Background: an optimization exercise with open tools, aiming at small area. Do not read the settings as production practice. At most, simulation tests tie the RTL to the original design; equivalence was not proved. Function not checked in run 1: the RTL went through the layout flow alone. Power is estimated from default activity; no workload was simulated.

## flow/run.sh

```bash
#!/bin/bash
# synth_recipe.tcl (not shown) runs the flow's synth.tcl, then flattens the netlist and writes it again
# the make line also repeats each setting of config.mk as NAME=value (left out here)
make -C /OpenROAD-flow-scripts/flow DESIGN_CONFIG=/design/flow/config.mk WORK_HOME=/design/flow/orfs CLKGATE_MAP_FILE= SYNTH_SCRIPT=/design/flow/synth_recipe.tcl finish
```

## flow/config.mk

```make
export PLATFORM = sky130hd
export DESIGN_NAME = idct8_serial
export DESIGN_NICKNAME = idct8_serial
export VERILOG_FILES = /design/flow/design.v
export SDC_FILE = /design/flow/constraint.sdc
export NUM_CORES = 4
export LEC_CHECK = 0
export CAP_MARGIN = 20
export CORE_MARGIN = 2
export CORE_UTILIZATION = 55
export CTS_BUF_LIST = sky130_fd_sc_hd__clkbuf_16
export CTS_CLUSTER_DIAMETER = 80
export CTS_CLUSTER_SIZE = 30
export SLEW_MARGIN = 20
```

## flow/constraint.sdc

```tcl
create_clock -name core_clock -period 15.0 [get_ports {clk}]
set_input_delay 3.0000 -clock core_clock [delete_from_list [all_inputs] [get_ports {clk}]]
set_output_delay 3.0000 -clock core_clock [all_outputs]
set_load 0.01 [all_outputs]
```

## flow/design.v

```verilog
package idct_pkg;
  localparam int DEF_BITS  = 25;
  localparam int DEF_SHIFT = 13;
  localparam int INT_W     = DEF_BITS + 10;
  localparam int C39 = 39;
  localparam int C36 = 36;
  localparam int C15 = 15;
  localparam int C35 = 35;
  localparam int C2  = 2;
  localparam int C8  = 8;
  localparam int C30 = 30;
  localparam int C16 = 16;
  localparam int C6  = 6;
  localparam int C19 = 19;
  localparam int C14 = 14;
  localparam int NORM_MUL   = 43;
  localparam int NORM_SHIFT = 19;
  function automatic logic signed [63:0] saturate(input logic signed [63:0] v, input int bits);
    logic signed [63:0] hi;
    logic signed [63:0] lo;
    hi = (64'sd1 <<< (bits - 1)) - 64'sd1;
    lo = -(64'sd1 <<< (bits - 1));
    if (v > hi)      saturate = hi;
    else if (v < lo) saturate = lo;
    else             saturate = v;
  endfunction
endpackage
module rca #(parameter int W = 8) (
  input  logic [W-1:0] a,
  input  logic [W-1:0] b,
  input  logic         ci,
  output logic [W-1:0] s,
  output logic         co
);
  logic [W:0] c;
  assign c[0] = ci;
  for (genvar i = 0; i < W; i++) begin : g_fa
    assign s[i]   = a[i] ^ b[i] ^ c[i];
    assign c[i+1] = (a[i] & b[i]) | (c[i] & (a[i] ^ b[i]));
  end
  assign co = c[W];
endmodule
module idct8_serial (
  input  logic        clk,
  input  logic        rst,
  input  logic        in_valid,
  input  logic [24:0] in,
  output logic        out_valid,
  output logic        frame_start,
  output logic [24:0] O
);
  logic [2:0]  k;
  logic        primed;
  logic        pend;           
  logic [2:0]  kb;             
  logic [17:0] xh;             
  logic [12:0] accp_a [0:3], accq_a [0:3], sump_a [0:3], sumq_a [0:3];
  logic [20:0] accp_b [0:3], accq_b [0:3], sump_b [0:3], sumq_b [0:3];
  logic [3:0]  cp, cq, cp_q, cq_q;
  logic [20:0] obuf [1:7];
  logic [20:0] o_q;
  logic [12:0] m3_a; logic m3_c, m3_cq;
  logic [13:0] m3_b;
  logic [12:0] m11_a; logic m11_c, m11_cq;
  logic [15:0] m11_b;
  logic [12:0] m27_a; logic m27_c, m27_cq;
  logic [16:0] m27_b;
  logic [12:0] m51_a; logic m51_c, m51_cq;
  logic [17:0] m51_b;
  logic [12:0] m33_a; logic m33_c, m33_cq;
  logic [17:0] m33_b;
  logic [12:0] m39_a; logic m39_c, m39_cq;
  logic [17:0] m39_b;
  logic [12:0] m43_a; logic m43_c, m43_cq;
  logic [17:0] m43_b;
  logic [12:0] m47_a; logic m47_c, m47_cq;
  logic [17:0] m47_b;
  logic [12:0] m21_a; logic m21_c, m21_cq;
  logic [16:0] m21_b;
  logic [12:0] m55_a; logic m55_c, m55_cq;
  logic [17:0] m55_b;
  logic [12:0] m3_lq;
  wire [12:0] p11_a = m11_a;
  wire [20:0] p11_b = {m11_b[15], m11_b[15], m11_b[15], m11_b[15], m11_b[15], m11_b[15], m11_b[14], m11_b[13], m11_b[12], m11_b[11], m11_b[10], m11_b[9], m11_b[8], m11_b[7], m11_b[6], m11_b[5], m11_b[4], m11_b[3], m11_b[2], m11_b[1], m11_b[0]};
  wire [12:0] p27_a = m27_a;
  wire [20:0] p27_b = {m27_b[16], m27_b[16], m27_b[16], m27_b[16], m27_b[16], m27_b[15], m27_b[14], m27_b[13], m27_b[12], m27_b[11], m27_b[10], m27_b[9], m27_b[8], m27_b[7], m27_b[6], m27_b[5], m27_b[4], m27_b[3], m27_b[2], m27_b[1], m27_b[0]};
  wire [12:0] p33_a = m33_a;
  wire [20:0] p33_b = {m33_b[17], m33_b[17], m33_b[17], m33_b[17], m33_b[16], m33_b[15], m33_b[14], m33_b[13], m33_b[12], m33_b[11], m33_b[10], m33_b[9], m33_b[8], m33_b[7], m33_b[6], m33_b[5], m33_b[4], m33_b[3], m33_b[2], m33_b[1], m33_b[0]};
  wire [12:0] p39_a = m39_a;
  wire [20:0] p39_b = {m39_b[17], m39_b[17], m39_b[17], m39_b[17], m39_b[16], m39_b[15], m39_b[14], m39_b[13], m39_b[12], m39_b[11], m39_b[10], m39_b[9], m39_b[8], m39_b[7], m39_b[6], m39_b[5], m39_b[4], m39_b[3], m39_b[2], m39_b[1], m39_b[0]};
  wire [12:0] p43_a = m43_a;
  wire [20:0] p43_b = {m43_b[17], m43_b[17], m43_b[17], m43_b[17], m43_b[16], m43_b[15], m43_b[14], m43_b[13], m43_b[12], m43_b[11], m43_b[10], m43_b[9], m43_b[8], m43_b[7], m43_b[6], m43_b[5], m43_b[4], m43_b[3], m43_b[2], m43_b[1], m43_b[0]};
  wire [12:0] p47_a = m47_a;
  wire [20:0] p47_b = {m47_b[17], m47_b[17], m47_b[17], m47_b[17], m47_b[16], m47_b[15], m47_b[14], m47_b[13], m47_b[12], m47_b[11], m47_b[10], m47_b[9], m47_b[8], m47_b[7], m47_b[6], m47_b[5], m47_b[4], m47_b[3], m47_b[2], m47_b[1], m47_b[0]};
  wire [12:0] p51_a = m51_a;
  wire [20:0] p51_b = {m51_b[17], m51_b[17], m51_b[17], m51_b[17], m51_b[16], m51_b[15], m51_b[14], m51_b[13], m51_b[12], m51_b[11], m51_b[10], m51_b[9], m51_b[8], m51_b[7], m51_b[6], m51_b[5], m51_b[4], m51_b[3], m51_b[2], m51_b[1], m51_b[0]};
  wire [12:0] p21_a = m21_a;
  wire [20:0] p21_b = {m21_b[16], m21_b[16], m21_b[16], m21_b[16], m21_b[16], m21_b[15], m21_b[14], m21_b[13], m21_b[12], m21_b[11], m21_b[10], m21_b[9], m21_b[8], m21_b[7], m21_b[6], m21_b[5], m21_b[4], m21_b[3], m21_b[2], m21_b[1], m21_b[0]};
  wire [12:0] p55_a = m55_a;
  wire [20:0] p55_b = {m55_b[17], m55_b[17], m55_b[17], m55_b[17], m55_b[16], m55_b[15], m55_b[14], m55_b[13], m55_b[12], m55_b[11], m55_b[10], m55_b[9], m55_b[8], m55_b[7], m55_b[6], m55_b[5], m55_b[4], m55_b[3], m55_b[2], m55_b[1], m55_b[0]};
  rca #(13) i_m3_a (.a({in[12], in[11], in[10], in[9], in[8], in[7], in[6], in[5], in[4], in[3], in[2], in[1], in[0]}), .b({in[11], in[10], in[9], in[8], in[7], in[6], in[5], in[4], in[3], in[2], in[1], in[0], 1'b0}), .ci(1'b0), .s(m3_a), .co(m3_c));
  rca #(13) i_m11_a (.a({in[9], in[8], in[7], in[6], in[5], in[4], in[3], in[2], in[1], in[0], 1'b0, 1'b0, 1'b0}), .b({m3_a[12], m3_a[11], m3_a[10], m3_a[9], m3_a[8], m3_a[7], m3_a[6], m3_a[5], m3_a[4], m3_a[3], m3_a[2], m3_a[1], m3_a[0]}), .ci(1'b0), .s(m11_a), .co(m11_c));
  rca #(13) i_m27_a (.a({m3_a[9], m3_a[8], m3_a[7], m3_a[6], m3_a[5], m3_a[4], m3_a[3], m3_a[2], m3_a[1], m3_a[0], 1'b0, 1'b0, 1'b0}), .b({m3_a[12], m3_a[11], m3_a[10], m3_a[9], m3_a[8], m3_a[7], m3_a[6], m3_a[5], m3_a[4], m3_a[3], m3_a[2], m3_a[1], m3_a[0]}), .ci(1'b0), .s(m27_a), .co(m27_c));
  rca #(13) i_m51_a (.a({m3_a[8], m3_a[7], m3_a[6], m3_a[5], m3_a[4], m3_a[3], m3_a[2], m3_a[1], m3_a[0], 1'b0, 1'b0, 1'b0, 1'b0}), .b({m3_a[12], m3_a[11], m3_a[10], m3_a[9], m3_a[8], m3_a[7], m3_a[6], m3_a[5], m3_a[4], m3_a[3], m3_a[2], m3_a[1], m3_a[0]}), .ci(1'b0), .s(m51_a), .co(m51_c));
  rca #(13) i_m33_a (.a({in[7], in[6], in[5], in[4], in[3], in[2], in[1], in[0], 1'b0, 1'b0, 1'b0, 1'b0, 1'b0}), .b({in[12], in[11], in[10], in[9], in[8], in[7], in[6], in[5], in[4], in[3], in[2], in[1], in[0]}), .ci(1'b0), .s(m33_a), .co(m33_c));
  rca #(13) i_m39_a (.a({m27_a[12], m27_a[11], m27_a[10], m27_a[9], m27_a[8], m27_a[7], m27_a[6], m27_a[5], m27_a[4], m27_a[3], m27_a[2], m27_a[1], m27_a[0]}), .b({m3_a[10], m3_a[9], m3_a[8], m3_a[7], m3_a[6], m3_a[5], m3_a[4], m3_a[3], m3_a[2], m3_a[1], m3_a[0], 1'b0, 1'b0}), .ci(1'b0), .s(m39_a), .co(m39_c));
  rca #(13) i_m43_a (.a({in[7], in[6], in[5], in[4], in[3], in[2], in[1], in[0], 1'b0, 1'b0, 1'b0, 1'b0, 1'b0}), .b({m11_a[12], m11_a[11], m11_a[10], m11_a[9], m11_a[8], m11_a[7], m11_a[6], m11_a[5], m11_a[4], m11_a[3], m11_a[2], m11_a[1], m11_a[0]}), .ci(1'b0), .s(m43_a), .co(m43_c));
  rca #(13) i_m47_a (.a({m3_a[8], m3_a[7], m3_a[6], m3_a[5], m3_a[4], m3_a[3], m3_a[2], m3_a[1], m3_a[0], 1'b0, 1'b0, 1'b0, 1'b0}), .b({~in[12], ~in[11], ~in[10], ~in[9], ~in[8], ~in[7], ~in[6], ~in[5], ~in[4], ~in[3], ~in[2], ~in[1], ~in[0]}), .ci(1'b1), .s(m47_a), .co(m47_c));
  rca #(13) i_m21_a (.a({m3_a[9], m3_a[8], m3_a[7], m3_a[6], m3_a[5], m3_a[4], m3_a[3], m3_a[2], m3_a[1], m3_a[0], 1'b0, 1'b0, 1'b0}), .b({~m3_a[12], ~m3_a[11], ~m3_a[10], ~m3_a[9], ~m3_a[8], ~m3_a[7], ~m3_a[6], ~m3_a[5], ~m3_a[4], ~m3_a[3], ~m3_a[2], ~m3_a[1], ~m3_a[0]}), .ci(1'b1), .s(m21_a), .co(m21_c));
  rca #(13) i_m55_a (.a({m51_a[12], m51_a[11], m51_a[10], m51_a[9], m51_a[8], m51_a[7], m51_a[6], m51_a[5], m51_a[4], m51_a[3], m51_a[2], m51_a[1], m51_a[0]}), .b({in[10], in[9], in[8], in[7], in[6], in[5], in[4], in[3], in[2], in[1], in[0], 1'b0, 1'b0}), .ci(1'b0), .s(m55_a), .co(m55_c));
  rca #(14) i_m3_b (.a({xh[17], xh[17], xh[17], xh[16], xh[15], xh[14], xh[13], xh[12], xh[11], xh[10], xh[9], xh[8], xh[7], xh[6]}), .b({xh[17], xh[17], xh[16], xh[15], xh[14], xh[13], xh[12], xh[11], xh[10], xh[9], xh[8], xh[7], xh[6], xh[5]}), .ci(m3_cq), .s(m3_b), .co());
  rca #(16) i_m11_b (.a({xh[17], xh[17], xh[16], xh[15], xh[14], xh[13], xh[12], xh[11], xh[10], xh[9], xh[8], xh[7], xh[6], xh[5], xh[4], xh[3]}), .b({m3_b[13], m3_b[13], m3_b[13], m3_b[12], m3_b[11], m3_b[10], m3_b[9], m3_b[8], m3_b[7], m3_b[6], m3_b[5], m3_b[4], m3_b[3], m3_b[2], m3_b[1], m3_b[0]}), .ci(m11_cq), .s(m11_b), .co());
  rca #(17) i_m27_b (.a({m3_b[13], m3_b[12], m3_b[11], m3_b[10], m3_b[9], m3_b[8], m3_b[7], m3_b[6], m3_b[5], m3_b[4], m3_b[3], m3_b[2], m3_b[1], m3_b[0], m3_lq[12], m3_lq[11], m3_lq[10]}), .b({m3_b[13], m3_b[13], m3_b[13], m3_b[13], m3_b[12], m3_b[11], m3_b[10], m3_b[9], m3_b[8], m3_b[7], m3_b[6], m3_b[5], m3_b[4], m3_b[3], m3_b[2], m3_b[1], m3_b[0]}), .ci(m27_cq), .s(m27_b), .co());
  rca #(18) i_m51_b (.a({m3_b[13], m3_b[12], m3_b[11], m3_b[10], m3_b[9], m3_b[8], m3_b[7], m3_b[6], m3_b[5], m3_b[4], m3_b[3], m3_b[2], m3_b[1], m3_b[0], m3_lq[12], m3_lq[11], m3_lq[10], m3_lq[9]}), .b({m3_b[13], m3_b[13], m3_b[13], m3_b[13], m3_b[13], m3_b[12], m3_b[11], m3_b[10], m3_b[9], m3_b[8], m3_b[7], m3_b[6], m3_b[5], m3_b[4], m3_b[3], m3_b[2], m3_b[1], m3_b[0]}), .ci(m51_cq), .s(m51_b), .co());
  rca #(18) i_m33_b (.a({xh[17], xh[17], xh[16], xh[15], xh[14], xh[13], xh[12], xh[11], xh[10], xh[9], xh[8], xh[7], xh[6], xh[5], xh[4], xh[3], xh[2], xh[1]}), .b({xh[17], xh[17], xh[17], xh[17], xh[17], xh[17], xh[17], xh[16], xh[15], xh[14], xh[13], xh[12], xh[11], xh[10], xh[9], xh[8], xh[7], xh[6]}), .ci(m33_cq), .s(m33_b), .co());
  rca #(18) i_m39_b (.a({m27_b[16], m27_b[16], m27_b[15], m27_b[14], m27_b[13], m27_b[12], m27_b[11], m27_b[10], m27_b[9], m27_b[8], m27_b[7], m27_b[6], m27_b[5], m27_b[4], m27_b[3], m27_b[2], m27_b[1], m27_b[0]}), .b({m3_b[13], m3_b[13], m3_b[13], m3_b[12], m3_b[11], m3_b[10], m3_b[9], m3_b[8], m3_b[7], m3_b[6], m3_b[5], m3_b[4], m3_b[3], m3_b[2], m3_b[1], m3_b[0], m3_lq[12], m3_lq[11]}), .ci(m39_cq), .s(m39_b), .co());
  rca #(18) i_m43_b (.a({xh[17], xh[17], xh[16], xh[15], xh[14], xh[13], xh[12], xh[11], xh[10], xh[9], xh[8], xh[7], xh[6], xh[5], xh[4], xh[3], xh[2], xh[1]}), .b({m11_b[15], m11_b[15], m11_b[15], m11_b[14], m11_b[13], m11_b[12], m11_b[11], m11_b[10], m11_b[9], m11_b[8], m11_b[7], m11_b[6], m11_b[5], m11_b[4], m11_b[3], m11_b[2], m11_b[1], m11_b[0]}), .ci(m43_cq), .s(m43_b), .co());
  rca #(18) i_m47_b (.a({m3_b[13], m3_b[12], m3_b[11], m3_b[10], m3_b[9], m3_b[8], m3_b[7], m3_b[6], m3_b[5], m3_b[4], m3_b[3], m3_b[2], m3_b[1], m3_b[0], m3_lq[12], m3_lq[11], m3_lq[10], m3_lq[9]}), .b({~xh[17], ~xh[17], ~xh[17], ~xh[17], ~xh[17], ~xh[17], ~xh[17], ~xh[16], ~xh[15], ~xh[14], ~xh[13], ~xh[12], ~xh[11], ~xh[10], ~xh[9], ~xh[8], ~xh[7], ~xh[6]}), .ci(m47_cq), .s(m47_b), .co());
  rca #(17) i_m21_b (.a({m3_b[13], m3_b[12], m3_b[11], m3_b[10], m3_b[9], m3_b[8], m3_b[7], m3_b[6], m3_b[5], m3_b[4], m3_b[3], m3_b[2], m3_b[1], m3_b[0], m3_lq[12], m3_lq[11], m3_lq[10]}), .b({~m3_b[13], ~m3_b[13], ~m3_b[13], ~m3_b[13], ~m3_b[12], ~m3_b[11], ~m3_b[10], ~m3_b[9], ~m3_b[8], ~m3_b[7], ~m3_b[6], ~m3_b[5], ~m3_b[4], ~m3_b[3], ~m3_b[2], ~m3_b[1], ~m3_b[0]}), .ci(m21_cq), .s(m21_b), .co());
  rca #(18) i_m55_b (.a({m51_b[17], m51_b[16], m51_b[15], m51_b[14], m51_b[13], m51_b[12], m51_b[11], m51_b[10], m51_b[9], m51_b[8], m51_b[7], m51_b[6], m51_b[5], m51_b[4], m51_b[3], m51_b[2], m51_b[1], m51_b[0]}), .b({xh[17], xh[17], xh[17], xh[17], xh[17], xh[16], xh[15], xh[14], xh[13], xh[12], xh[11], xh[10], xh[9], xh[8], xh[7], xh[6], xh[5], xh[4]}), .ci(m55_cq), .s(m55_b), .co());
  logic [12:0] ma0; logic naP0, naQ0;
  logic [20:0] mb0; logic nbP0, nbQ0;
  always_comb begin
    ma0 = '0; naP0 = 1'b0; naQ0 = 1'b0;
    if (in_valid) case (k)
      3'd0: begin ma0 = p39_a; naP0 = 1'b0; naQ0 = 1'b0; end
      3'd1: begin ma0 = p55_a; naP0 = 1'b0; naQ0 = 1'b1; end
      3'd2: begin ma0 = p51_a; naP0 = 1'b0; naQ0 = 1'b0; end
      3'd3: begin ma0 = p43_a; naP0 = 1'b0; naQ0 = 1'b1; end
      3'd4: begin ma0 = p39_a; naP0 = 1'b0; naQ0 = 1'b0; end
      3'd5: begin ma0 = p33_a; naP0 = 1'b0; naQ0 = 1'b1; end
      3'd6: begin ma0 = p21_a; naP0 = 1'b0; naQ0 = 1'b0; end
      3'd7: begin ma0 = p11_a; naP0 = 1'b0; naQ0 = 1'b1; end
    endcase
  end
  always_comb begin
    mb0 = '0; nbP0 = 1'b0; nbQ0 = 1'b0;
    if (pend) case (kb)
      3'd0: begin mb0 = p39_b; nbP0 = 1'b0; nbQ0 = 1'b0; end
      3'd1: begin mb0 = p55_b; nbP0 = 1'b0; nbQ0 = 1'b1; end
      3'd2: begin mb0 = p51_b; nbP0 = 1'b0; nbQ0 = 1'b0; end
      3'd3: begin mb0 = p43_b; nbP0 = 1'b0; nbQ0 = 1'b1; end
      3'd4: begin mb0 = p39_b; nbP0 = 1'b0; nbQ0 = 1'b0; end
      3'd5: begin mb0 = p33_b; nbP0 = 1'b0; nbQ0 = 1'b1; end
      3'd6: begin mb0 = p21_b; nbP0 = 1'b0; nbQ0 = 1'b0; end
      3'd7: begin mb0 = p11_b; nbP0 = 1'b0; nbQ0 = 1'b1; end
    endcase
  end
  logic [12:0] ma1; logic naP1, naQ1;
  logic [20:0] mb1; logic nbP1, nbQ1;
  always_comb begin
    ma1 = '0; naP1 = 1'b0; naQ1 = 1'b0;
    if (in_valid) case (k)
      3'd0: begin ma1 = p39_a; naP1 = 1'b0; naQ1 = 1'b0; end
      3'd1: begin ma1 = p47_a; naP1 = 1'b0; naQ1 = 1'b1; end
      3'd2: begin ma1 = p21_a; naP1 = 1'b0; naQ1 = 1'b0; end
      3'd3: begin ma1 = p11_a; naP1 = 1'b1; naQ1 = 1'b0; end
      3'd4: begin ma1 = p39_a; naP1 = 1'b1; naQ1 = 1'b1; end
      3'd5: begin ma1 = p55_a; naP1 = 1'b1; naQ1 = 1'b0; end
      3'd6: begin ma1 = p51_a; naP1 = 1'b1; naQ1 = 1'b1; end
      3'd7: begin ma1 = p27_a; naP1 = 1'b1; naQ1 = 1'b0; end
    endcase
  end
  always_comb begin
    mb1 = '0; nbP1 = 1'b0; nbQ1 = 1'b0;
    if (pend) case (kb)
      3'd0: begin mb1 = p39_b; nbP1 = 1'b0; nbQ1 = 1'b0; end
      3'd1: begin mb1 = p47_b; nbP1 = 1'b0; nbQ1 = 1'b1; end
      3'd2: begin mb1 = p21_b; nbP1 = 1'b0; nbQ1 = 1'b0; end
      3'd3: begin mb1 = p11_b; nbP1 = 1'b1; nbQ1 = 1'b0; end
      3'd4: begin mb1 = p39_b; nbP1 = 1'b1; nbQ1 = 1'b1; end
      3'd5: begin mb1 = p55_b; nbP1 = 1'b1; nbQ1 = 1'b0; end
      3'd6: begin mb1 = p51_b; nbP1 = 1'b1; nbQ1 = 1'b1; end
      3'd7: begin mb1 = p27_b; nbP1 = 1'b1; nbQ1 = 1'b0; end
    endcase
  end
  logic [12:0] ma2; logic naP2, naQ2;
  logic [20:0] mb2; logic nbP2, nbQ2;
  always_comb begin
    ma2 = '0; naP2 = 1'b0; naQ2 = 1'b0;
    if (in_valid) case (k)
      3'd0: begin ma2 = p39_a; naP2 = 1'b0; naQ2 = 1'b0; end
      3'd1: begin ma2 = p27_a; naP2 = 1'b0; naQ2 = 1'b1; end
      3'd2: begin ma2 = p21_a; naP2 = 1'b1; naQ2 = 1'b1; end
      3'd3: begin ma2 = p55_a; naP2 = 1'b1; naQ2 = 1'b0; end
      3'd4: begin ma2 = p39_a; naP2 = 1'b1; naQ2 = 1'b1; end
      3'd5: begin ma2 = p11_a; naP2 = 1'b0; naQ2 = 1'b1; end
      3'd6: begin ma2 = p51_a; naP2 = 1'b0; naQ2 = 1'b0; end
      3'd7: begin ma2 = p47_a; naP2 = 1'b0; naQ2 = 1'b1; end
    endcase
  end
  always_comb begin
    mb2 = '0; nbP2 = 1'b0; nbQ2 = 1'b0;
    if (pend) case (kb)
      3'd0: begin mb2 = p39_b; nbP2 = 1'b0; nbQ2 = 1'b0; end
      3'd1: begin mb2 = p27_b; nbP2 = 1'b0; nbQ2 = 1'b1; end
      3'd2: begin mb2 = p21_b; nbP2 = 1'b1; nbQ2 = 1'b1; end
      3'd3: begin mb2 = p55_b; nbP2 = 1'b1; nbQ2 = 1'b0; end
      3'd4: begin mb2 = p39_b; nbP2 = 1'b1; nbQ2 = 1'b1; end
      3'd5: begin mb2 = p11_b; nbP2 = 1'b0; nbQ2 = 1'b1; end
      3'd6: begin mb2 = p51_b; nbP2 = 1'b0; nbQ2 = 1'b0; end
      3'd7: begin mb2 = p47_b; nbP2 = 1'b0; nbQ2 = 1'b1; end
    endcase
  end
  logic [12:0] ma3; logic naP3, naQ3;
  logic [20:0] mb3; logic nbP3, nbQ3;
  always_comb begin
    ma3 = '0; naP3 = 1'b0; naQ3 = 1'b0;
    if (in_valid) case (k)
      3'd0: begin ma3 = p39_a; naP3 = 1'b0; naQ3 = 1'b0; end
      3'd1: begin ma3 = p11_a; naP3 = 1'b0; naQ3 = 1'b1; end
      3'd2: begin ma3 = p51_a; naP3 = 1'b1; naQ3 = 1'b1; end
      3'd3: begin ma3 = p33_a; naP3 = 1'b1; naQ3 = 1'b0; end
      3'd4: begin ma3 = p39_a; naP3 = 1'b0; naQ3 = 1'b0; end
      3'd5: begin ma3 = p43_a; naP3 = 1'b0; naQ3 = 1'b1; end
      3'd6: begin ma3 = p21_a; naP3 = 1'b1; naQ3 = 1'b1; end
      3'd7: begin ma3 = p55_a; naP3 = 1'b1; naQ3 = 1'b0; end
    endcase
  end
  always_comb begin
    mb3 = '0; nbP3 = 1'b0; nbQ3 = 1'b0;
    if (pend) case (kb)
      3'd0: begin mb3 = p39_b; nbP3 = 1'b0; nbQ3 = 1'b0; end
      3'd1: begin mb3 = p11_b; nbP3 = 1'b0; nbQ3 = 1'b1; end
      3'd2: begin mb3 = p51_b; nbP3 = 1'b1; nbQ3 = 1'b1; end
      3'd3: begin mb3 = p33_b; nbP3 = 1'b1; nbQ3 = 1'b0; end
      3'd4: begin mb3 = p39_b; nbP3 = 1'b0; nbQ3 = 1'b0; end
      3'd5: begin mb3 = p43_b; nbP3 = 1'b0; nbQ3 = 1'b1; end
      3'd6: begin mb3 = p21_b; nbP3 = 1'b1; nbQ3 = 1'b1; end
      3'd7: begin mb3 = p55_b; nbP3 = 1'b1; nbQ3 = 1'b0; end
    endcase
  end
  logic [12:0] maj [0:3];
  logic [20:0] mbj [0:3];
  logic naPj [0:3], naQj [0:3], nbPj [0:3], nbQj [0:3];
  assign maj[0] = ma0; assign mbj[0] = mb0; assign naPj[0] = naP0; assign naQj[0] = naQ0; assign nbPj[0] = nbP0; assign nbQj[0] = nbQ0;
  assign maj[1] = ma1; assign mbj[1] = mb1; assign naPj[1] = naP1; assign naQj[1] = naQ1; assign nbPj[1] = nbP1; assign nbQj[1] = nbQ1;
  assign maj[2] = ma2; assign mbj[2] = mb2; assign naPj[2] = naP2; assign naQj[2] = naQ2; assign nbPj[2] = nbP2; assign nbQj[2] = nbQ2;
  assign maj[3] = ma3; assign mbj[3] = mb3; assign naPj[3] = naP3; assign naQj[3] = naQ3; assign nbPj[3] = nbP3; assign nbQj[3] = nbQ3;
  wire first_a = in_valid && (k == 3'd0);
  wire first_b = pend && (kb == 3'd0);
  for (genvar j = 0; j < 4; j++) begin : g_acc
    rca #(13) i_pa (.a(first_a ? 13'd0 : accp_a[j]), .b(maj[j] ^ {13{naPj[j]}}), .ci(naPj[j]), .s(sump_a[j]), .co(cp[j]));
    rca #(13) i_qa (.a(first_a ? 13'd0 : accq_a[j]), .b(maj[j] ^ {13{naQj[j]}}), .ci(naQj[j]), .s(sumq_a[j]), .co(cq[j]));
    rca #(21) i_pb (.a(first_b ? 21'd0 : accp_b[j]), .b(mbj[j] ^ {21{nbPj[j]}}), .ci(cp_q[j]), .s(sump_b[j]), .co());
    rca #(21) i_qb (.a(first_b ? 21'd0 : accq_b[j]), .b(mbj[j] ^ {21{nbQj[j]}}), .ci(cq_q[j]), .s(sumq_b[j]), .co());
  end
  always_ff @(posedge clk) begin
    if (rst) begin
      k           <= '0;
      primed      <= 1'b0;
      out_valid   <= 1'b0;
      frame_start <= 1'b0;
    end else if (in_valid) begin
      k           <= k + 3'd1;
      out_valid   <= primed;
      frame_start <= primed && (k == 3'd0);
      if (k == 3'd7) primed <= 1'b1;
    end else begin
      out_valid   <= 1'b0;
      frame_start <= 1'b0;
    end
  end
  always_ff @(posedge clk) begin
    pend <= in_valid;
    kb   <= k;
    xh   <= in[24:7];
    m3_cq <= m3_c;
    m11_cq <= m11_c;
    m27_cq <= m27_c;
    m51_cq <= m51_c;
    m33_cq <= m33_c;
    m39_cq <= m39_c;
    m43_cq <= m43_c;
    m47_cq <= m47_c;
    m21_cq <= m21_c;
    m55_cq <= m55_c;
    m3_lq[9] <= m3_a[9];
    m3_lq[10] <= m3_a[10];
    m3_lq[11] <= m3_a[11];
    m3_lq[12] <= m3_a[12];
    cp_q <= cp;
    cq_q <= cq;
    for (int j = 0; j < 4; j++) begin
      accp_a[j] <= sump_a[j];
      accq_a[j] <= sumq_a[j];
      accp_b[j] <= sump_b[j];
      accq_b[j] <= sumq_b[j];
    end
    if (in_valid) begin
      if (k == 3'd0) begin
        o_q     <= sump_b[0];
        obuf[7] <= sumq_b[0];
        for (int j = 1; j < 4; j++) begin
          obuf[j]     <= sump_b[j];
          obuf[7 - j] <= sumq_b[j];
        end
      end else begin
        o_q <= obuf[k];
      end
    end
  end
  assign O = {{4{o_q[20]}}, o_q};
endmodule
```

==> impl_metrics.tcl, run 1 <==
set metrics [dict create \
    power.net_switching_w 0.003821 \
    seq_power_share_pct 29.0 \
    path_max_fanout 7 \
    p_int_w 0.004696 \
    numCtsBuffers 30 \
    crit_arrival_ns 14.08 \
    ys_seq_area_share_pct 33.83 \
    antenna_found_initial 2 \
    grt_pass1_vias 24730 \
    rows 91 \
    htreeDepth 1 \
    clock-root-buffer "clkbuf_16" \
    grt_use_total_pct 32.54 \
    hold_viol_final 0 \
    yosys-top-cells-area "fa_1 30%, dfxtp_1 19%, edfxtp_1 15%" \
    initial_core_util_pct 55.24 \
    final_common_cell "fa_1" \
    synth_top_cell_by_area "fa_1" \
    core-area_um2 61370 \
    finalSetupViolCount 0 \
    yosys_warnings 48 \
    clk_latency_ns 0.64 \
    post_cts_buffers 0 \
    critPathKind "flip-flop to flip-flop" \
    ctsHoldBuffers 0 \
    gp_congestion 0.9463 \
    io_pins 55 \
    hold_ws_ns 0.4383 \
    synth_edf_count 168 \
    firstDrtPassIters 9 \
    nets 3669 \
    drv_cap 0 \
    synth_cells 3187 \
    leakage_nw 14.42 \
    powerDensity_nw_per_um2 235.7 \
    fin_area_um2 36140 \
    peakVddDrop_v 0.0001289 \
    portBuffers 54 \
    grt_pass1_wl_um 154000 \
    dieArea_um2 63650 \
    clock_power_share_pct 11.8 \
    synth.distinct_cells 71 \
    dpl-instance-area_um2 34970 \
    fin_skew_ns 0.03935 \
    hpwl_um 73700 \
    status "complete, no violations" \
    syn_area_um2 33900 \
    drtIter0Drc 2152 \
    synth_seq_cells 489 \
    worst_slew_pin_slew_ns 1.056 \
    wl_per_cell_um 25.68 \
    antenna_left 0 \
    viasPerCell 6.012 \
    async_flop_share_pct 0 \
    drc 0 \
    rsz0062_at_grt "no" \
    crit_path_start_kind "flip-flop" \
    worstPathRequired_ns 15.38 \
    layout-drive-gt1-share_pct 6.425 \
    period_share_pct 91.36 \
    slew_headroom_pct 29.59 \
    synth_nets 3736 \
    cts-resized-gates 0 \
    worstSetupEndpointType "flip-flop" \
    vias 23650 \
    tns_ns 0 \
    clock-sinks 489 \
    hp-class "flip-flop to flip-flop" \
    grt_start_max_net_pins 78 \
    diodes 0 \
    die_height_um 252.3 \
    clockBufferDepth 3 \
    fp.dieW_um 252.3 \
    drv_slew 0 \
    syn_avg_cell_area_um2 10.64 \
    syn_to_final_growth_pct 6.584 \
    period_minus_slack_ns 13.70 \
    synth_top_area_share_pct 29.70 \
    max_stage_delay_ns 0.60 \
    switching_share_pct 44.86 \
    cts_tree "yes" \
    wl_um 101000 \
    final_cell_mix "503 x fa_1, 448 x nand2_1, 376 x inv_1" \
    grt_overflow 0 \
    fmax_mhz 72.97 \
    power.share.combinational_pct 59.3 \
    clkTransAtPathRegs_ns 0.10 \
    cpMaxStageDelayCell "fa_1" \
    ys.flop_type "dfxtp_1" \
    cp_common_cell "fa_1" \
]
## synth_stat cells (all sizes together) (3+ instances only)
cell	n
a211oi	11
a21boi	11
a21o	8
a21oi	182
a221o	18
a221oi	35
a222oi	45
a22o	24
a22oi	19
a2bb2oi	6
a31oi	45
a41oi	3
and2	82
buf	110
clkbuf	97
dfxtp	321
edfxtp	168
fa	503
ha	18
inv	377
mux2	43
mux2i	95
nand2	450
nand2b	8
nand3	11
nand4	3
nor2	110
nor2b	27
nor3	9
o211ai	25
o21ai	124
o22a	23
o22ai	21
o2bb2ai	4
or2	3
xnor2	65
xor2	54
## registers in the layout (all words and copies together) (netlist names), 3 cells and up
name	flops
m3_lq	4
xh	17
accq_b	84
accq_a	52
accp_a	52
cp_q	4
obuf	147
o_q	21
accp_b	84
cq_q	4
kb	3
k	3
## final cells by class
type                       instances  area (µm²)
timing repair buffer             108       943.4
multi-input combinational       2112       20130
clock inverter                    25       386.6
inverter                         379        1428
clock buffer                      31       775.7
fill                            5202       25230
sequential                       489       11490
tap                              790       988.4
## layer usage
layer | share of wire [%] | vias to the layer above | global-route usage, %
li1 | - | 10370 | -
met1 | 40 | 12030 | 42.40
met2 | 49 | 1020 | 54.66
met3 | 6.3 | 229 | 4.284
met4 | 5.2 | 0 | 14.57
met5 | 0 | - | 0
## per-stage QoR
stage          cells  util [%]  total power (W)  setup slack (ns)
3_3_place_gp    3878     56.98         0.007312             1.519
3_5_place_dp    3878     56.98         0.007513             1.358
5_1_grt         3934     58.88         0.009268            0.7623
6_report        3934     58.88         0.008518             1.295
2_1_floorplan   3187         -         0.005975             2.407
4_1_cts         3934     58.87         0.008549             1.288
## critical path, delay by kind of cell, from the launching register on
family,cells,cell delay (ns)
fa+ha+maj,22,10.79
compound gates,4,0.74
buf+inv,3,0.68
flops,1,0.57
xor+xnor,2,0.32
mux,1,0.17
simple gates,1,0.16
## path summary, 6_finish.rpt
kind	slack, ns	start	cells past startpoint	to
setup reg to reg	1.30	xh[6]	33	obuf[6][20]
setup / recovery	1.30	xh[6]	33	obuf[6][20]
hold / removal	0.44	k[1]	0	kb[1]
hold reg to reg	0.44	k[1]	0	kb[1]
## power groups by stage
stage | combinational (W) | clock [W] | sequential [W]
floorplan | 0.00356 | 0 | 0.00242
global placement | 0.00483 | 0 | 0.00248
detailed placement | 0.00503 | 0 | 0.00249
CTS | 0.00506 | 0.00102 | 0.00247
global route | 0.00569 | 0.00106 | 0.00252
finish | 0.00505 | 0.00100 | 0.00247
## logic make-up after synthesis
group                    share of synthesized area, %
adder cells (fa/ha/maj)                         30.37
AND/OR/NAND/NOR                                 9.038
buffers and inverters                           6.931
AO/OA/AOI/OAI                                   12.46
XOR/XNOR                                        3.144
multiplexers                                    4.233
flip-flops                                      33.83
==> run 2: changes to the inputs <==
--- a/flow/design.v
+++ b/flow/design.v
@@ -288,17 +288,24 @@
       accq_b[j] <= sumq_b[j];
     end
-    if (in_valid) begin
-      if (k == 3'd0) begin
-        o_q     <= sump_b[0];
-        obuf[7] <= sumq_b[0];
-        for (int j = 1; j < 4; j++) begin
-          obuf[j]     <= sump_b[j];
-          obuf[7 - j] <= sumq_b[j];
-        end
-      end else begin
-        o_q <= obuf[k];
+    if (in_valid && k == 3'd0) begin
+      obuf[7] <= sumq_b[0];
+      for (int j = 1; j < 4; j++) begin
+        obuf[j]     <= sump_b[j];
+        obuf[7 - j] <= sumq_b[j];
       end
     end
   end
+  always_comb begin
+    case (k)
+      3'd1:    o_q = accp_b[0];
+      3'd2:    o_q = obuf[1];
+      3'd3:    o_q = obuf[2];
+      3'd4:    o_q = obuf[3];
+      3'd5:    o_q = obuf[4];
+      3'd6:    o_q = obuf[5];
+      3'd7:    o_q = obuf[6];
+      default: o_q = obuf[7];
+    endcase
+  end
   assign O = {{4{o_q[20]}}, o_q};
 endmodule
==> impl_metrics.tcl, run 2 <==
set metrics [dict create \
    status "complete, no violations" \
    max_stage_delay_ns 0.96 \
    wl_per_cell_um 23.99 \
    switching_share_pct 45.41 \
    peakVddDrop_v 0.0001257 \
    viasPerCell 5.827 \
    ctsHoldBuffers 0 \
    leakage_nw 14.45 \
    fmax_mhz 72.70 \
    hold_ws_ns 0.4248 \
    cts-resized-gates 0 \
    path_max_fanout 10 \
    hpwl_um 71460 \
    finalSetupViolCount 0 \
    largestRegisters "obuf: 147 flops, accp_b: 84 flops, accq_b: 84 flops" \
    drc 0 \
    hold_viol_final 0 \
    post_cts_buffers 0 \
    grtUsageMet3_pct 3.209 \
    seq_power_share_pct 28.2 \
    portBuffers 54 \
    syn_avg_cell_area_um2 10.53 \
    antenna_left 0 \
    clkTransAtPathRegs_ns 0.10 \
    fin_area_um2 35760 \
    clock_power_share_pct 11.6 \
    regMostFlops "obuf" \
    synth_nets 3751 \
    firstDrtPassIters 10 \
    slew_headroom_pct 28.69 \
    ys.flop_type "dfxtp_1" \
    grt_overflow 0 \
    fin_skew_ns 0.05660 \
    clockBufferDepth 3 \
    clock-sinks 468 \
    yosys-top-cells-area "fa_1 30%, dfxtp_1 19%, edfxtp_1 13%" \
    grtUsageMet2_pct 55.85 \
    grt_pass1_wl_um 147300 \
    synth.distinct_cells 74 \
    initial_core_util_pct 55.73 \
    drtIter0Drc 1960 \
    hp-class "flip-flop to flip-flop" \
    grt_pass1_vias 24660 \
    fp.dieW_um 251.5 \
    period_minus_slack_ns 13.76 \
    use_met1_pct 35.34 \
    antenna_found_initial 0 \
    tns_ns 0 \
    critPathKind "flip-flop to flip-flop" \
    rows 90 \
    synth_cells 3201 \
    grt_start_max_net_pins 81 \
    cpMaxStageDelayCell "fa_1" \
    clock-root-buffer "clkbuf_16" \
    power.share.combinational_pct 60.2 \
    drv_cap 0 \
    htreeDepth 1 \
    worstPathRequired_ns 15.39 \
    grt.busiest_layer "met2" \
    layout-drive-gt1-share_pct 6.552 \
    diodes 0 \
    synth_most_common_cell "fa_1" \
    syn_area_um2 33700 \
    period_share_pct 91.70 \
    largest_reg_flops 147 \
    rsz0062_at_grt "no" \
    p_int_w 0.004520 \
    gp_congestion 0.9657 \
    synth_edf_count 147 \
    ys_seq_area_share_pct 32.17 \
    synth_seq_cells 468 \
    yosys_warnings 27 \
    synth_common_cells "502 x fa_1, 404 x nand2_1, 401 x inv_1" \
    powerDensity_nw_per_um2 231.6 \
    numCtsBuffers 30 \
    wl_um 94170 \
    syn_to_final_growth_pct 6.104 \
    cp_common_cell "fa_1" \
    grt_use_total_pct 30.85 \
    worstSetupEndpointType "flip-flop" \
    final_cell_mix "502 x fa_1, 403 x inv_1, 402 x nand2_1" \
    power.net_switching_w 0.003760 \
    drv_slew 0 \
    die_height_um 251.5 \
    core-area_um2 60470 \
    worst_slew_pin_slew_ns 1.066 \
    nets 3670 \
    dpl-instance-area_um2 34620 \
    vias 22880 \
    crit_arrival_ns 14.15 \
    clk_latency_ns 0.67 \
    crit_path_start_kind "flip-flop" \
    synth_top_area_share_pct 29.82 \
    io_pins 55 \
    synth_top_cell_by_area "fa_1" \
    async_flop_share_pct 0 \
    final_common_cell "fa_1" \
    dieArea_um2 63270 \
    cts_tree "yes" \
]
## run 2: area by class of cell
type                    instances  area (µm²)
clock buffers                  30       750.7
clock inverters                26       381.6
fillers                      5142       24720
inverters                     404        1521
multi-input cells            2119       20410
flip-flops and latches        468       10860
well taps                     782       978.4
repair buffers                 97       858.3
## run 2: path summary, 6_finish.rpt
kind / depth (start not counted) / endpoint / slack, ns / from
min: 0 / kb[1] / 0.42 / k[1]
max: 33 / obuf[6][20] / 1.24 / xh[6]
min reg2reg: 0 / kb[1] / 0.42 / k[1]
max reg2reg: 33 / obuf[6][20] / 1.24 / xh[6]
## run 2: cell families (layout without fill, tap and decap cells)
family	after synthesis	count (layout)	share of synthesized area [%]
AO/OA/AOI/OAI	578	578	12.08
XOR/XNOR	102	102	2.696
adder cells (fa/ha/maj)	522	522	30.56
buffers and inverters	614	557	7.441
flip-flops	468	468	32.17
multiplexers	163	163	5.057
AND/OR/NAND/NOR	754	754	9.991
## run 2: worst max-delay path, delay by kind of cell, from the launching register on
family,cells,cell delay [ns]
buf+inv,1,0.22
compound gates,3,0.58
flops,1,0.63
xor+xnor,3,0.50
fa+ha+maj,23,10.95
simple gates,2,0.48
mux,1,0.18
## run 2: per-layer routing
| metal | part of all wire, % | vias to the layer above | wire, µm |
|---|---|---|---|
| li1 | - | 10380 | - |
| met1 | 37 | 11600 | 34500 |
| met2 | 52 | 686 | 49200 |
| met3 | 4.1 | 211 | 3845 |
| met4 | 7.0 | 0 | 6626 |
| met5 | 0 | - | 0 |
## run 2: per-stage QoR
step	utilization (%)	instances	total power [W]	setup WS [ns]
2_1_floorplan	-	3201	0.005843	2.078
3_3_place_gp	57.25	3870	0.007192	1.289
3_5_place_dp	57.25	3870	0.007366	1.120
4_1_cts	59.12	3926	0.008363	1.161
5_1_grt	59.13	3926	0.009086	0.5503
6_report	59.13	3926	0.008280	1.244
## run 2: power groups by stage
stage	sequential, W	combinational, W	clock, W
2_1_floorplan	0.00228	0.00356	0
3_3_place_gp	0.00235	0.00484	0
3_5_place_dp	0.00236	0.00501	0
4_1_cts	0.00234	0.00504	0.000985
5_1_grt	0.00239	0.00567	0.00103
6_report	0.00233	0.00499	0.000961
==> run 3: changes to the inputs <==
==> flow/flow/run.sh (new file) <==
#!/bin/bash
# Layout flow: the standard ORFS flow (standard.sh, unchanged synthesis),
# with two changes to the cells the layout steps insert:
#  - port buffers are sky130_fd_sc_hd__buf_1 (every port still gets one)
#  - clock tree synthesis uses clkbuf_8 clusters and adds no dummy loads
# make's full output goes to standard.log; ORFS keeps each step's log under orfs/logs.
set -euo pipefail
cat >> config.mk <<'EOT'
export BUFFER_PORTS_ARGS = -buffer_cell sky130_fd_sc_hd__buf_1
export CTS_ARGS = -sink_clustering_enable -repair_clock_nets -dont_use_dummy_load -buf_list sky130_fd_sc_hd__clkbuf_8 -sink_clustering_size 16 -sink_clustering_max_diameter 60
EOT
bash standard.sh > standard.log 2>&1
==> flow/standard.sh (new file) <==
#!/bin/bash
# synth_recipe.tcl (not shown) runs the flow's synth.tcl, then flattens the netlist and writes it again
# the make line also repeats each setting of config.mk as NAME=value (left out here)
make -C /OpenROAD-flow-scripts/flow DESIGN_CONFIG=/design/flow/config.mk WORK_HOME=/design/flow/orfs CLKGATE_MAP_FILE= SYNTH_SCRIPT=/design/flow/synth_recipe.tcl "${@:-finish}"
==> flow/config.mk (replaced) <==
export PLATFORM = sky130hd
export DESIGN_NAME = idct8_serial
export DESIGN_NICKNAME = idct8_serial
export VERILOG_FILES = /design/flow/design.v
export SDC_FILE = /design/flow/constraint.sdc
export NUM_CORES = 4
export LEC_CHECK = 0
export ABC_AREA = 1
export CAP_MARGIN = 10
export CORE_MARGIN = 2
export CORE_UTILIZATION = 55
export SLEW_MARGIN = 10
export BUFFER_PORTS_ARGS = -buffer_cell sky130_fd_sc_hd__buf_1
export CTS_ARGS = -sink_clustering_enable -repair_clock_nets -dont_use_dummy_load -buf_list sky130_fd_sc_hd__clkbuf_8 -sink_clustering_size 16 -sink_clustering_max_diameter 60
removed: flow/run.sh
==> impl_metrics.tcl, run 3 <==
set metrics [dict create \
    status "complete, no violations" \
    largest_reg_flops 147 \
    synth_most_common_cell "nand2_1" \
    synth_cells 3776 \
    finalSetupViolCount 0 \
    synth_top_area_share_pct 29.96 \
    post_cts_buffers 0 \
    r2r_end "obuf[2][20]" \
    final_core_utilization_pct 57.68 \
    final_cell_mix "986 x nand2_1, 580 x inv_1, 502 x fa_1" \
    drtIter0Drc 2911 \
    path_max_fanout 6 \
    grt_pass1_vias 25520 \
    drc 0 \
    synth_top_cell_by_area "fa_1" \
    powerDensity_nw_per_um2 228.7 \
    hold_ws_ns 0.4162 \
    regMostFlops "obuf" \
    switching_share_pct 48.48 \
    clock_power_share_pct 8.6 \
    syn_to_final_growth_pct 3.782 \
    cpMaxStageDelayCell "fa_1" \
    async_flop_share_pct 0 \
    crit_start "xh[6]" \
    wl_um 106000 \
    grt_overflow 0 \
    cp_common_cell "fa_1" \
    synth_common_cells "986 x nand2_1, 581 x inv_1, 502 x fa_1" \
    syn_avg_cell_area_um2 8.883 \
    portBuffers 54 \
    firstDrtPassIters 8 \
    viasPerCell 5.638 \
    crit_end "obuf[2][20]" \
    power.share.combinational_pct 61.9 \
    htreeDepth 2 \
    regToRegStartpoint "xh[6]" \
    grt_pass1_wl_um 160800 \
    die_height_um 251.0 \
    grt_use_total_pct 34.64 \
    cts_tree "yes" \
    fp.dieW_um 251.0 \
    initial_core_util_pct 55.57 \
    dieArea_um2 62980 \
    yosys-top-cells-area "fa_1 30%, dfxtp_1 19%, edfxtp_1 13%" \
    hpwl_um 81450 \
    antenna_left 0 \
    fill_cells 5347 \
    max_stage_delay_ns 0.70 \
    gp_congestion 0.9245 \
    clock-root-buffer "clkbuf_8" \
    cts-resized-gates 0 \
    layout-drive-gt1-share_pct 4.129 \
    syn_area_um2 33540 \
    p_int_w 0.004102 \
    peakVddDrop_v 0.0001312 \
    synth_nets 4326 \
    fmax_mhz 73.88 \
    dp_cells 4492 \
    yosys_warnings 27 \
    nets 4306 \
    crit_path_start_kind "flip-flop" \
    fin_area_um2 34810 \
    period_minus_slack_ns 13.54 \
    rsz0062_at_grt "no" \
    dpl-instance-area_um2 34200 \
    fin_cells 4537 \
    ctsHoldBuffers 0 \
    largestRegisters "obuf: 147 flops, accp_b: 84 flops, accq_b: 84 flops" \
    seq_power_share_pct 29.4 \
    hold_viol_final 0 \
    clkTransAtPathRegs_ns 0.10 \
    final_common_cell "nand2_1" \
    io_pins 55 \
    period_share_pct 90.24 \
    drv_cap 0 \
    crit_arrival_ns 13.99 \
    drv_slew 0 \
    synth.distinct_cells 47 \
    power.net_switching_w 0.003860 \
    clk_latency_ns 0.70 \
    ys_seq_area_share_pct 32.32 \
    reg2reg_depth 38 \
    wl_per_cell_um 23.35 \
    fin_skew_ns 0.1545 \
    rows 90 \
    antenna_found_initial 2 \
    numCtsBuffers 44 \
    rrSetupSlack_ns 1.46 \
    clockBufferDepth 3 \
    tns_ns 0 \
    ys.flop_type "dfxtp_1" \
    synth_edf_count 147 \
    clock-sinks 468 \
    worst_slew_pin_slew_ns 1.154 \
    worstSetupEndpointType "flip-flop" \
    vias 25580 \
    leakage_nw 16.04 \
    hp-class "flip-flop to flip-flop" \
    critPathKind "flip-flop to flip-flop" \
    core-area_um2 60360 \
    synth_seq_cells 468 \
    grt_start_max_net_pins 79 \
    worstPathRequired_ns 15.46 \
    slew_headroom_pct 22.98 \
]
[run 3: logic make-up (layout without fill, tap and decap cells)]
group | Yosys count | after routing | share of synthesized area [%]
xor+xnor | 42 | 42 | 1.097
fa+ha+maj | 522 | 522 | 30.71
flops | 468 | 468 | 32.32
compound gates | 439 | 439 | 7.505
other cells | 0 | 1 | 0
buf+inv | 761 | 739 | 9.269
simple gates | 1544 | 1544 | 19.11
[run 3: final cells by class]
cell class	count	area, µm²	share of cell area [%]
multi-input combinational	2547	19630	56.39
inverter	605	2280	6.549
sequential	468	10840	31.14
antenna	1	2.502	0.007188
tap	782	978.4	2.811
clock buffer	44	605.6	1.740
timing repair buffer	90	473.0	1.359
[run 3: worst min path at each step]
stage | cells after the start | start | slack, ns | end
floorplan | 0 | k[2] | 0.36 | kb[2]
global placement | 0 | k[1] | 0.38 | kb[1]
detailed placement | 0 | k[1] | 0.38 | kb[1]
CTS | 0 | k[1] | 0.41 | kb[1]
global route | 0 | k[1] | 0.44 | kb[1]
finish | 0 | k[1] | 0.42 | kb[1]
[run 3: power by group through the flow]
stage / Sequential [W] / Combinational (W) / Clock, W
2_1_floorplan: 0.00230 / 0.00336 / 0
3_3_place_gp: 0.00235 / 0.00466 / 0
3_5_place_dp: 0.00236 / 0.00485 / 0
4_1_cts: 0.00234 / 0.00486 / 0.000702
5_1_grt: 0.00239 / 0.00562 / 0.000736
6_report: 0.00234 / 0.00493 / 0.000689
[run 3: metal layers]
layer,GRT usage [%],routed length [µm]
met1,50.19,45830
met2,50.40,44800
met3,11.63,12730
met4,8.078,2443
met5,1.699,159
[run 3: critical path, delay by kind of cell, from the launching register on]
family,cells,cell delay (ns)
adder cells (fa/ha/maj),23,11.20
buffers and inverters,6,0.73
AND/OR/NAND/NOR,6,0.51
AO/OA/AOI/OAI,2,0.40
flip-flops,1,0.33
XOR/XNOR,1,0.23
[run 3: metrics by stage]
stage | total power, W | setup WS (ns)
after floorplan | 0.005658 | 1.684
after global placement | 0.007006 | 1.601
after detailed placement | 0.007204 | 1.466
after CTS | 0.007901 | 1.533
after global routing | 0.008744 | 0.9806
final | 0.007962 | 1.465
==> run 4: changes to the inputs <==
--- a/flow/config.mk
+++ b/flow/config.mk
@@ -6,9 +6,8 @@
 export NUM_CORES = 4
 export LEC_CHECK = 0
-export ABC_AREA = 1
-export CAP_MARGIN = 10
+export CAP_MARGIN = 20
 export CORE_MARGIN = 2
 export CORE_UTILIZATION = 55
-export SLEW_MARGIN = 10
+export SLEW_MARGIN = 20
 export BUFFER_PORTS_ARGS = -buffer_cell sky130_fd_sc_hd__buf_1
 export CTS_ARGS = -sink_clustering_enable -repair_clock_nets -dont_use_dummy_load -buf_list sky130_fd_sc_hd__clkbuf_8 -sink_clustering_size 16 -sink_clustering_max_diameter 60
==> impl_metrics.tcl, run 4 <==
set metrics [dict create \
    layout-drive-gt1-share_pct 6.411 \
    grt_pass1_vias 24970 \
    max_stage_delay_ns 0.96 \
    dieArea_um2 63270 \
    post_cts_buffers 0 \
    seq_area_um2 10860 \
    largest_reg_flops 147 \
    htreeDepth 2 \
    synth_nets 3751 \
    gp_congestion 0.9879 \
    path_max_fanout 10 \
    yosys_warnings 27 \
    hpwl_um 71440 \
    synth_edf_count 147 \
    use_met1_pct 35.75 \
    grtUsageMet3_pct 3.415 \
    synth_seq_cells 468 \
    fin_skew_ns 0.08853 \
    final_core_utilization_pct 57.74 \
    portBuffers 54 \
    regMostFlops "obuf" \
    hp-class "flip-flop to flip-flop" \
    async_flop_share_pct 0 \
    crit_family "adder cells" \
    worstSetupEndpointType "flip-flop" \
    cp_common_cell "fa_1" \
    multiInputGateArea_um2 20410 \
    drv_cap 0 \
    worstPathRequired_ns 15.37 \
    numCtsBuffers 44 \
    synth_top_cell_by_area "fa_1" \
    peakVddDrop_v 0.0001100 \
    initial_core_util_pct 55.73 \
    leakage_nw 14.08 \
    period_minus_slack_ns 13.71 \
    viasPerCell 5.873 \
    ys_seq_area_share_pct 32.17 \
    synth.distinct_cells 74 \
    final_cell_mix "502 x fa_1, 402 x nand2_1, 399 x inv_1" \
    vias 23000 \
    fmax_mhz 72.92 \
    status "complete, no violations" \
    io_pins 55 \
    rsz0062_at_grt "no" \
    clockBufferDepth 3 \
    hold_viol_final 0 \
    grt_pass1_wl_um 147800 \
    rows 90 \
    finalSetupViolCount 0 \
    antenna_left 0 \
    reg2reg_depth 33 \
    fill_cells 5228 \
    grt_use_total_pct 31.06 \
    antenna_found_initial 0 \
    synth_top_area_share_pct 29.82 \
    diodes 0 \
    ctsHoldBuffers 0 \
    cp.depth 33 \
    slew_headroom_pct 29.30 \
    drv_slew 0 \
    final_common_cell "fa_1" \
    powerDensity_nw_per_um2 226.7 \
    wl_per_cell_um 24.02 \
    nets 3687 \
    min_path_cells 0 \
    ys.flop_type "dfxtp_1" \
    grt_overflow 0 \
    largestRegisters "obuf: 147 flops, accp_b: 84 flops, accq_b: 84 flops" \
    yosys-top-cells-area "fa_1 30%, dfxtp_1 19%, edfxtp_1 13%" \
    crit_arrival_ns 14.08 \
    clkTransAtPathRegs_ns 0.10 \
    firstDrtPassIters 7 \
    grtUsageMet2_pct 55.93 \
    core-area_um2 60470 \
    fin_cells 3917 \
    synth_common_cells "502 x fa_1, 404 x nand2_1, 401 x inv_1" \
    hold_ws_ns 0.4315 \
    synth_most_common_cell "fa_1" \
    cts-resized-gates 0 \
    fp.dieW_um 251.5 \
    critical_path_buf_inv_count 1 \
    clk_latency_ns 0.68 \
    synth_cells 3201 \
    syn_to_final_growth_pct 3.616 \
    wl_um 94090 \
    worst_slew_pin_slew_ns 1.057 \
    clock-root-buffer "clkbuf_8" \
    tns_ns 0 \
    crit_path_start_kind "flip-flop" \
    grt.busiest_layer "met2" \
    cpMaxStageDelayCell "fa_1" \
    syn_avg_cell_area_um2 10.53 \
    critPathKind "flip-flop to flip-flop" \
    syn_area_um2 33700 \
    grt_start_max_net_pins 99 \
    clock-sinks 468 \
    cts_tree "yes" \
    period_share_pct 91.43 \
    drtIter0Drc 1854 \
    drc 0 \
    dp_cells 3873 \
    die_height_um 251.5 \
]
==> run 4: changes by cell type after synthesis, sizes merged, moves of 55 or more <==
| cell | delta |
|---|---|
| inv | -198 |
| o21ai | -55 |
| mux2 | +58 |
| nand2 | -593 |
| nand4 | -73 |
| and2 | +78 |
| nand3 | -122 |
| mux2i | +105 |
| nor2 | -155 |
==> run 4: final cells by class <==
type                       count  area share [%]
clock buffer                  44           1.734
tap                          782           2.802
inverter                     404           4.357
sequential                   468           31.09
multi-input combinational   2119           58.44
timing repair buffer         100           1.573
==> run 4: through the flow <==
| step | cell area [µm²] | power [W] | setup WS (ns) |
|---|---|---|---|
| floorplan | 33700 | 0.005843 | 2.078 |
| CTS | 34920 | 0.008021 | 1.230 |
| detailed placement | 34310 | 0.007304 | 1.188 |
| finish | 34920 | 0.007917 | 1.286 |
| global route | 34920 | 0.008742 | 0.5741 |
| global placement | 34310 | 0.007126 | 1.314 |
==> run 4: metal layers <==
metal	part of all wire [%]	vias to the layer above
li1	-	10370
met1	36	11670
met2	52	725
met3	4.1	238
met4	7.1	0
met5	0	-
==> run 4: logic make-up (layout without fill, tap and decap cells) <==
group | count (synthesis) | in the layout | share of synthesized area, %
muxes | 163 | 163 | 5.057
AOI/OAI and AO/OA | 578 | 578 | 12.08
adders and majority gates | 522 | 522 | 30.56
buffers and inverters | 614 | 548 | 7.441
and+or+nand+nor | 754 | 754 | 9.991
DFF | 468 | 468 | 32.17
xor gates and xnor gates | 102 | 102 | 2.696
==> run 4: path summary, 6_finish.rpt <==
check	from	slack, ns	end
worst max-delay path	xh[6]	1.29	obuf[2][20]
worst min-delay path	k[1]	0.43	kb[1]
worst max register to register	xh[6]	1.29	obuf[2][20]
worst min register to register	k[1]	0.43	kb[1]
==> run 4: worst register-to-register path, delay by kind of cell, from the launching register on <==
family	cells	cell delay [ns]
AO/OA/AOI/OAI	3	0.58
XOR/XNOR	3	0.48
adder cells (fa/ha/maj)	23	11.02
buffers and inverters	1	0.22
flip-flops	1	0.62
multiplexers	1	0.16
AND/OR/NAND/NOR	2	0.42
==> run 4: power by group <==
| part | switching [W] | internal [W] | leakage (nW) | total [W] |
|---|---|---|---|---|
| clock network | 0.000419 | 0.000260 | 0.316 | 0.000679 |
| registers | 0.000202 | 0.00214 | 4.10 | 0.00234 |
| logic | 0.00300 | 0.00190 | 9.66 | 0.00490 |
| total | 0.00362 | 0.00430 | 14.1 | 0.00792 |

==> static timing again, ports no longer ideal <==
The results above use ideal ports. As a check the final layouts listed here were re-extracted and re-timed, cells and wires unchanged. Step 1: set_driving_cell puts a clkbuf_16 on clk and a buf_2 on each other input, an assumption about the parent block. Step 2, shift: input delay + t, output delay - t, t = (earliest + latest rising clock arrival at the registers) / 2. This alone moves slack from input paths to output paths. a / b / c = ideal ports / drivers / drivers and shift; a / b = the first two.
run	t, ns	slack for setup (ns)	worst hold slack (ns)
run 1	0.688	1.295 / 1.295 / 1.295	0.438 / 0.438 / 0.438
run 2	0.702	1.244 / 1.244 / 1.244	0.425 / 0.425 / 0.425
run 3	0.678	1.465 / 1.465 / 1.465	0.416 / 0.416 / 0.416
run 4	0.693	1.286 / 1.286 / 1.286	0.431 / 0.431 / 0.431
After both steps every run listed still meets setup and hold.
